Background: an optimization exercise with open tools, aiming at small area, a short achievable clock period and few clock cycles per item. Do not read the settings as production practice.

run a:
==> flow/design.v <==
package oqke_pkg;
    localparam logic [2:0] OP_INSERT  = 3'd0;
    localparam logic [2:0] OP_SEARCH  = 3'd1;
    localparam logic [2:0] OP_MODIFY  = 3'd2;
    localparam logic [2:0] OP_DELETE  = 3'd3;
    localparam logic [2:0] OP_DISPLAY = 3'd4;
    localparam logic [1:0] ST_OK      = 2'd0;
    localparam logic [1:0] ST_MISSING = 2'd1;
    localparam logic [1:0] ST_EMPTY   = 2'd2;
    localparam logic [1:0] ST_FULL    = 2'd3;
    typedef struct packed {
        logic [2:0]         op;
        logic signed [31:0] key;
        logic signed [31:0] new_value;
    } request_t;
    typedef struct packed {
        logic [1:0]         status;
        logic signed [31:0] element;
        logic               last;
        logic [4:0]         entries_held;
    } result_t;
    typedef struct packed {
        logic capture;      
        logic write_tail;   
        logic write_first;  
        logic shift;        
        logic rotate;       
    } cell_cmd_t;
endpackage
module oqke_cell (
    input  logic               clk,
    input  logic               we,       
    input  logic               sh,       
    input  logic signed [31:0] wdata,
    input  logic signed [31:0] nbr,
    input  logic signed [31:0] cmp_key,
    input  logic               eq_w,     
    input  logic               eq_nbr,   
    output logic signed [31:0] entry,
    output logic               eq,       
    output logic               hit       
);
    logic hold;
    assign hold = !(we || sh);
    assign eq   = (entry == cmp_key);
    always_ff @(posedge clk)
    begin
        entry <= ({32{we}} & wdata) | ({32{sh}} & nbr) | ({32{hold}} & entry);
        hit   <= (we & eq_w) | (sh & eq_nbr) | (hold & eq);
    end
endmodule
module oqke_ctrl #(
    parameter int DEPTH = 16,
    parameter int CW    = 5
) (
    input  logic                  clk,
    input  logic                  rst_n,
    input  logic                  start,
    output logic                  busy,
    input  oqke_pkg::request_t    request,
    output oqke_pkg::result_t     result,
    output logic                  done,
    input  logic [DEPTH-1:0]      hit_reg,
    input  logic signed [31:0]    head,
    output logic [DEPTH-1:0]      we,
    output logic [DEPTH-1:0]      sh,
    output logic signed [31:0]    key,
    output logic signed [31:0]    wdata,
    output logic                  eq_w
);
    logic               va_r;
    logic [2:0]         opa_r;
    logic signed [31:0] keya_r;
    logic signed [31:0] nva_r;
    logic               vb_r;
    logic [2:0]         opb_r;
    logic signed [31:0] wdb_r;
    logic [CW-1:0]      count_r, count_next;
    logic [DEPTH-1:0]   hm_r, hm_next;       
    logic               disp_r;
    logic [CW-1:0]      dleft_r;
    logic               busy_r;
    logic               done_r;
    oqke_pkg::result_t  result_r, result_next;
    logic [DEPTH-1:0]   held, tail, lasth, hit, after, first;
    logic               any_hit, empty, full;
    logic               is_ins, is_mod, is_del, is_disp, is_other;
    logic               rot;
    logic [CW-1:0]      cur_rem;
    logic               take;
    assign take = start && !busy_r;
    assign held  = hm_r;
    assign tail  = ~hm_r & {hm_r[DEPTH-2:0], 1'b1};
    assign lasth = hm_r & ~{1'b0, hm_r[DEPTH-1:1]};
    assign hit     = hit_reg & held;
    assign any_hit = |hit;
    always_comb
    begin
        after[0] = hit[0];
        for (int i = 1; i < DEPTH; i++)
            after[i] = after[i - 1] | hit[i];
    end
    assign first = hit & ~(after << 1);
    assign empty    = !hm_r[0];
    assign full     = hm_r[DEPTH-1];
    assign is_ins   = vb_r && (opb_r == oqke_pkg::OP_INSERT);
    assign is_mod   = vb_r && (opb_r == oqke_pkg::OP_MODIFY);
    assign is_del   = vb_r && (opb_r == oqke_pkg::OP_DELETE);
    assign is_disp  = vb_r && (opb_r == oqke_pkg::OP_DISPLAY);
    assign is_other = opb_r > oqke_pkg::OP_DISPLAY;
    assign rot     = (is_disp && !empty) || disp_r;
    assign cur_rem = disp_r ? dleft_r : count_r;
    assign wdata = rot ? head : wdb_r;
    assign key   = keya_r;
    assign eq_w  = (keya_r == wdata);
    always_comb
    begin
        for (int i = 0; i < DEPTH; i++)
        begin
            we[i] = (is_ins && !full && tail[i]) || (is_mod && first[i]) || (rot && lasth[i]);
            sh[i] = (is_del && after[i]) || (rot && held[i] && !lasth[i]);
        end
    end
    always_comb
    begin
        count_next = count_r;
        hm_next    = hm_r;
        if (is_ins && !full)
        begin
            count_next = count_r + CW'(1);
            hm_next    = {hm_r[DEPTH-2:0], 1'b1};
        end
        else if (is_del && any_hit)
        begin
            count_next = count_r - CW'(1);
            hm_next    = {1'b0, hm_r[DEPTH-1:1]};
        end
    end
    always_comb
    begin
        result_next.element      = '0;
        result_next.last         = 1'b1;
        result_next.entries_held = 5'(count_next);
        if (opb_r == oqke_pkg::OP_INSERT)
            result_next.status = full ? oqke_pkg::ST_FULL : oqke_pkg::ST_OK;
        else if (is_other)
            result_next.status = oqke_pkg::ST_OK;
        else if (empty)
            result_next.status = oqke_pkg::ST_EMPTY;
        else if (!any_hit && opb_r != oqke_pkg::OP_DISPLAY)
            result_next.status = oqke_pkg::ST_MISSING;
        else
            result_next.status = oqke_pkg::ST_OK;
        if (rot)
        begin
            result_next.status  = oqke_pkg::ST_OK;
            result_next.element = head;
            result_next.last    = (cur_rem == CW'(1));
        end
    end
    always_ff @(posedge clk or negedge rst_n)
    begin
        if (!rst_n)
        begin
            va_r    <= 1'b0;
            vb_r    <= 1'b0;
            count_r <= '0;
            hm_r    <= '0;
            disp_r  <= 1'b0;
            busy_r  <= 1'b0;
            done_r  <= 1'b0;
        end
        else
        begin
            va_r    <= take;
            vb_r    <= va_r;
            count_r <= count_next;
            hm_r    <= hm_next;
            disp_r  <= rot && (cur_rem != CW'(1));
            busy_r  <= (take && request.op == oqke_pkg::OP_DISPLAY)
                    || (va_r && opa_r == oqke_pkg::OP_DISPLAY && count_next >= CW'(3))
                    || (rot && cur_rem >= CW'(4));
            done_r  <= vb_r || disp_r;
        end
    end
    always_ff @(posedge clk)
    begin
        opa_r    <= request.op;
        keya_r   <= request.key;
        nva_r    <= request.new_value;
        opb_r    <= opa_r;
        wdb_r    <= (opa_r == oqke_pkg::OP_INSERT) ? keya_r : nva_r;
        dleft_r  <= cur_rem - CW'(1);
        result_r <= result_next;
    end
    assign busy   = busy_r;
    assign done   = done_r;
    assign result = result_r;
endmodule
module ordered_queue_with_key_edit #(
    parameter int DEPTH = 16
) (
    input  logic                clk,
    input  logic                rst_n,
    input  logic                start,
    output logic                busy,
    input  oqke_pkg::request_t  request,
    output oqke_pkg::result_t   result,
    output logic                done
);
    localparam int CW = $clog2(DEPTH + 1);
    logic [DEPTH-1:0]   eq, hit, we, sh;
    logic signed [31:0] key, wdata;
    logic               eq_w;
    logic signed [31:0] entry [DEPTH];
    oqke_ctrl #(
        .DEPTH (DEPTH),
        .CW    (CW)
    ) u_ctrl (
        .clk     (clk),
        .rst_n   (rst_n),
        .start   (start),
        .busy    (busy),
        .request (request),
        .result  (result),
        .done    (done),
        .hit_reg (hit),
        .head    (entry[0]),
        .we      (we),
        .sh      (sh),
        .key     (key),
        .wdata   (wdata),
        .eq_w    (eq_w)
    );
    for (genvar i = 0; i < DEPTH; i++)
    begin : g_cell
        localparam int N = (i == DEPTH - 1) ? i : i + 1;
        oqke_cell u_cell (
            .clk     (clk),
            .we      (we[i]),
            .sh      (sh[i]),
            .wdata   (wdata),
            .nbr     (entry[N]),
            .cmp_key (key),
            .eq_w    (eq_w),
            .eq_nbr  (eq[N]),
            .entry   (entry[i]),
            .eq      (eq[i]),
            .hit     (hit[i])
        );
    end
endmodule
module oqke_top (
    input  logic        clk,
    input  logic        rst_n,
    input  logic        start,
    output logic        busy,
    input  logic [2:0]  req_op,
    input  logic [31:0] req_key,
    input  logic [31:0] req_new_value,
    output logic [1:0]  res_status,
    output logic [31:0] res_element,
    output logic        res_last,
    output logic [4:0]  res_entries_held,
    output logic        done
);
    oqke_pkg::request_t request;
    oqke_pkg::result_t  result;
    assign request.op        = req_op;
    assign request.key       = req_key;
    assign request.new_value = req_new_value;
    ordered_queue_with_key_edit #(
        .DEPTH (16)
    ) u_queue (
        .clk     (clk),
        .rst_n   (rst_n),
        .start   (start),
        .busy    (busy),
        .request (request),
        .result  (result),
        .done    (done)
    );
    assign res_status       = result.status;
    assign res_element      = result.element;
    assign res_last         = result.last;
    assign res_entries_held = result.entries_held;
endmodule
clock: 5.0 ns
lec_check: 0
abc_clock_period_in_ps: 2200
cap_margin: 20
core_margin: 2
core_utilization: 40
setup_slack_margin: 2.8
slew_margin: 20
run.sh (not shown) runs the stock make flow with config.mk's settings and CLKGATE_MAP_FILE= SYNTH_SCRIPT=/design/flow/synth_recipe.tcl, a recipe that flattens the netlist after the stock synthesis.
Here is what was changed in the inputs of run b compared with run a.
-- flow/design.v --
<<< run a, line 77
    logic signed [31:0] wdb_r;
    logic [CW-1:0]      count_r, count_next;
    logic [DEPTH-1:0]   hm_r, hm_next;       
    logic               disp_r;
    logic [CW-1:0]      dleft_r;
>>> run b, line 77
    logic signed [31:0] wdb_r;
    logic [CW-1:0]      count_r, count_next;
    logic               disp_r;
    logic [CW-1:0]      dleft_r;
<<< run a, line 90
    logic               take;
    assign take = start && !busy_r;
    assign held  = hm_r;
    assign tail  = ~hm_r & {hm_r[DEPTH-2:0], 1'b1};
    assign lasth = hm_r & ~{1'b0, hm_r[DEPTH-1:1]};
    assign hit     = hit_reg & held;
    assign any_hit = |hit;
>>> run b, line 89
    logic               take;
    assign take = start && !busy_r;
    always_comb
    begin
        for (int i = 0; i < DEPTH; i++)
        begin
            held[i]  = CW'(i) < count_r;
            tail[i]  = CW'(i) == count_r;
            lasth[i] = CW'(i + 1) == count_r;
        end
    end
    assign hit     = hit_reg & held;
    assign any_hit = |hit;
<<< run a, line 102
    end
    assign first = hit & ~(after << 1);
    assign empty    = !hm_r[0];
    assign full     = hm_r[DEPTH-1];
    assign is_ins   = vb_r && (opb_r == oqke_pkg::OP_INSERT);
    assign is_mod   = vb_r && (opb_r == oqke_pkg::OP_MODIFY);
>>> run b, line 107
    end
    assign first = hit & ~(after << 1);
    assign empty    = (count_r == '0);
    assign full     = (count_r == CW'(DEPTH));
    assign is_ins   = vb_r && (opb_r == oqke_pkg::OP_INSERT);
    assign is_mod   = vb_r && (opb_r == oqke_pkg::OP_MODIFY);
<<< run a, line 125
    begin
        count_next = count_r;
        hm_next    = hm_r;
        if (is_ins && !full)
        begin
            count_next = count_r + CW'(1);
            hm_next    = {hm_r[DEPTH-2:0], 1'b1};
        end
        else if (is_del && any_hit)
        begin
            count_next = count_r - CW'(1);
            hm_next    = {1'b0, hm_r[DEPTH-1:1]};
        end
    end
    always_comb
>>> run b, line 130
    begin
        count_next = count_r;
        if (is_ins && !full)
            count_next = count_r + CW'(1);
        else if (is_del && any_hit)
            count_next = count_r - CW'(1);
    end
    always_comb
<<< run a, line 166
            vb_r    <= 1'b0;
            count_r <= '0;
            hm_r    <= '0;
            disp_r  <= 1'b0;
            busy_r  <= 1'b0;
>>> run b, line 164
            vb_r    <= 1'b0;
            count_r <= '0;
            disp_r  <= 1'b0;
            busy_r  <= 1'b0;
<<< run a, line 176
            vb_r    <= va_r;
            count_r <= count_next;
            hm_r    <= hm_next;
            disp_r  <= rot && (cur_rem != CW'(1));
            busy_r  <= (take && request.op == oqke_pkg::OP_DISPLAY)
>>> run b, line 173
            vb_r    <= va_r;
            count_r <= count_next;
            disp_r  <= rot && (cur_rem != CW'(1));
            busy_r  <= (take && request.op == oqke_pkg::OP_DISPLAY)
Findings:
Diff run b..run a | finished layout cell area | negligible. Relative to run a, the first-iteration DRC count of run b is lower by 1.5%. Between run b and run a, the cell count along the critical path is higher for run b. Looking at die outline area, run b sits 1.9% below run a. Run a → run b: number of buffers added to fix hold violations after cts held; total half-perimeter wirelength after legalization and detailed placement went up 7.8%; synthesized netlist net count went down 4.6%; number of antenna repair diodes went up 1. Run b against run a; count of non-CTS buffers in the layout is up by a few percent.
Function was not checked in any run of this note: the RTL went through the layout flow alone.

==> what the ideal ports hide <==
No port has a modelled driver above. Below, the same layouts with a new extraction and two added sets of constraints.
Step 1, drivers: a clkbuf_16 drives clk and a buf_2 each remaining input, both assumed.
Step 2, shift: input delay + t, output delay - t, t = (earliest + latest rising clock arrival at the registers) / 2. This alone moves slack from input paths to output paths.
Three values: ideal ports, drivers, drivers and shift; two values: the first two.
| run | shift t [ns] | setup slack, ns | hold slack, ns | worst setup path after step 2 | worst data-port slew with drivers (ns) |
|---|---|---|---|---|---|
| run a | 0.699 | 2.081 / 2.081 / 2.081 | 0.383 / 0.383 / 0.383 | register to register | 0.08 |
| run b | 0.697 | 1.790 / 1.790 / 1.790 | 0.371 / 0.371 / 0.371 | register to register | 0.05 |
After both steps every run listed still meets setup and hold.
